Source: an optimization exercise on an open RTL-to-GDS flow (aim: small area, a short achievable clock period and few clock cycles per item). Production flows keep margins and buffers that such runs may drop. Function was checked by simulation only, so behaviour that the tests miss may differ from the original.

## run K
## piecewise_linear_interpolator
module piecewise_linear_interpolator (
  input  wire logic                     clk_i,
  input  wire logic                     rst_ni,
  input  wire logic                     cfg_valid_i,
  output logic                          cfg_ready_o,
  input  wire logic [plint_pkg::AW-1:0] cfg_addr_i,
  input  wire logic [plint_pkg::DW-1:0] cfg_data_i,
  input  wire logic                     s_axis_tvalid,
  output logic                          s_axis_tready,
  input  wire logic [15:0]              s_axis_tdata,    
  output logic                          m_axis_tvalid,
  input  wire logic                     m_axis_tready,
  output logic [23:0]                   m_axis_tdata,    
  output logic [1:0]                    m_axis_tuser     
);
  localparam int XW = plint_pkg::XW;
  localparam int SW = plint_pkg::SW;
  localparam int GW = plint_pkg::GW;
  logic [1:0]    cnt_q;
  logic [XW-1:0] x0_q, x1_q, x2_q;
  logic [SW-1:0] s0_q, s1_q, s2_q;
  assign cfg_ready_o = 1'b1;
  always_ff @(posedge clk_i or negedge rst_ni) begin
    if (!rst_ni) begin
      cnt_q <= plint_pkg::RST_COUNT;
      x0_q  <= plint_pkg::RST_X0;
      x1_q  <= plint_pkg::RST_X1;
      x2_q  <= plint_pkg::RST_X2;
      s0_q  <= plint_pkg::RST_S0;
      s1_q  <= plint_pkg::RST_S1;
      s2_q  <= plint_pkg::RST_S2;
    end else if (cfg_valid_i) begin
      unique case (cfg_addr_i)
        plint_pkg::REG_COUNT: cnt_q <= cfg_data_i[1:0];
        plint_pkg::REG_X0:    x0_q  <= cfg_data_i[XW-1:0];
        plint_pkg::REG_X1:    x1_q  <= cfg_data_i[XW-1:0];
        plint_pkg::REG_X2:    x2_q  <= cfg_data_i[XW-1:0];
        plint_pkg::REG_S0:    s0_q  <= cfg_data_i[SW-1:0];
        plint_pkg::REG_S1:    s1_q  <= cfg_data_i[SW-1:0];
        plint_pkg::REG_S2:    s2_q  <= cfg_data_i[SW-1:0];
        default: ;
      endcase
    end
  end
  logic start_q;
  always_ff @(posedge clk_i or negedge rst_ni) begin
    if (!rst_ni) start_q <= 1'b0;
  ...
clock: 8.0 ns
lec_check: 0
abc_clock_period_in_ps: 3300
cap_margin: 20
core_margin: 2
core_utilization: 40
setup_slack_margin: 4.7
slew_margin: 20
tns_end_percent: 10
run.sh (not shown) runs the stock make flow with config.mk's settings and CLKGATE_MAP_FILE= SYNTH_SCRIPT=/design/flow/synth_recipe.tcl, a recipe that flattens the netlist after the stock synthesis.
Testbench counts of run K, summed over its fixed seeds: cycles 5,016, items 4,096.
Here is what was changed in the inputs of run H compared with run K.
Settings: SETUP_SLACK_MARGIN changed from 4.7 to 4.4; ABC_CLOCK_PERIOD_IN_PS changed from 3300 to 3600.
Run H -> run K: count of final hold-check violations delta 0, exact match. Vias: run H below run K. Relative to run K, first-pass detailed-route iteration total decreased by 2 in run H.

rev 12:
Starting RTL as in the previous note.
export LEC_CHECK = 0
export ABC_AREA = 1
export CAP_MARGIN = 20
export CORE_MARGIN = 2
export CORE_UTILIZATION = 40
export SETUP_SLACK_MARGIN = 4.4
export SLEW_MARGIN = 20
export TNS_END_PERCENT = 10
create_clock -name core_clock -period 8.0 [get_ports {clk_i}]
Testbench counts of rev 12, summed over its fixed seeds: cycles 5,016, items 4,096.
Input-level comparison between rev 13 and rev 12:
- SETUP_SLACK_MARGIN: 4.4 -> 4.7
- ABC_AREA: 1 -> unset
- TNS_END_PERCENT: 10 -> unset
- ABC_CLOCK_PERIOD_IN_PS: unset -> 3300
--- outcome ---
Relative to rev 12, the upper clock frequency limit of rev 13 is higher by 1.8%. Rev 13 vs rev 12, end of the critical path: ra_q[24] vs ra_q[28]. Gate count of the mapped netlist (rev 13 over rev 12): decrease, 997. Side by side, post-synthesis instance area turned out lower in rev 13 than in rev 12. Looking at number of antenna repair diodes across rev 13 and rev 12, the one that comes out lower is rev 12.

job 101:
piecewise_linear_interpolator, a different RTL version from the one above (not shown whole).
Size in the first run: ~5000 cells after synthesis, roughly 77 I/O pins, about 49000 sq um of cells after synthesis.
Settings: LEC_CHECK=0, ABC_CLOCK_PERIOD_IN_PS=3600, CAP_MARGIN=20, CORE_MARGIN=2, CORE_UTILIZATION=40, PLACE_DENSITY=0.6, SETUP_SLACK_MARGIN=4.4, SLEW_MARGIN=20, TNS_END_PERCENT=10; clock period 8.0 ns.
Testbench counts of job 101, summed over its fixed seeds: cycles 5,016, items 4,096.
Input-level comparison between job 102 and job 101:
- a deleted PLACE_DENSITY that had been 0.6
- an added GPL_ROUTABILITY_DRIVEN of 0
==> run notes <==
Wire length (higher): job 102. Changes observed in job 102 relative to job 101: footprint of the multi-input gates went up, number of inserted filler cells in the final layout did not really move, utilization went up.

## afterwards: timing with drivers on the ports
No port has a modelled driver above. Below, the same layouts with a new extraction and two added sets of constraints.
Step 1, drivers: a clkbuf_16 drives clk_i and a buf_2 each remaining input, both assumed.
Step 2 moves the port delays by t, midway between the first and last clock arrival at a register: inputs arrive t later, outputs are due t later. That takes back most of the time a late clock gives input paths.
a / b / c = ideal / step 1 / step 2; a / b = the first two.
run	t (ns)	setup WS [ns]	worst setup path at the end	worst register clock-pin slew, ns	cell pins on the clock port's net
run K	0.727	4.201 / 4.201 / 3.897	input to register	0.07 / 0.07	1
run H	0.728	4.181 / 4.181 / 3.702	input to register	0.07 / 0.07	1
rev 12	0.740	4.100 / 4.062 / 3.652	input to register	0.07 / 0.07	1
rev 13	0.724	4.170 / 4.170 / 4.040	input to register	0.07 / 0.07	1
job 101	0.706	4.206 / 4.156 / 3.672	input to register	0.07 / 0.07	1
job 102	0.716	4.165 / 4.165 / 3.808	input to register	0.06 / 0.06	1
After both steps every run listed still meets setup and hold. The setup slack of job 101, which loses most, moves by -0.050 ns with the drivers and by -0.534 ns with both steps.
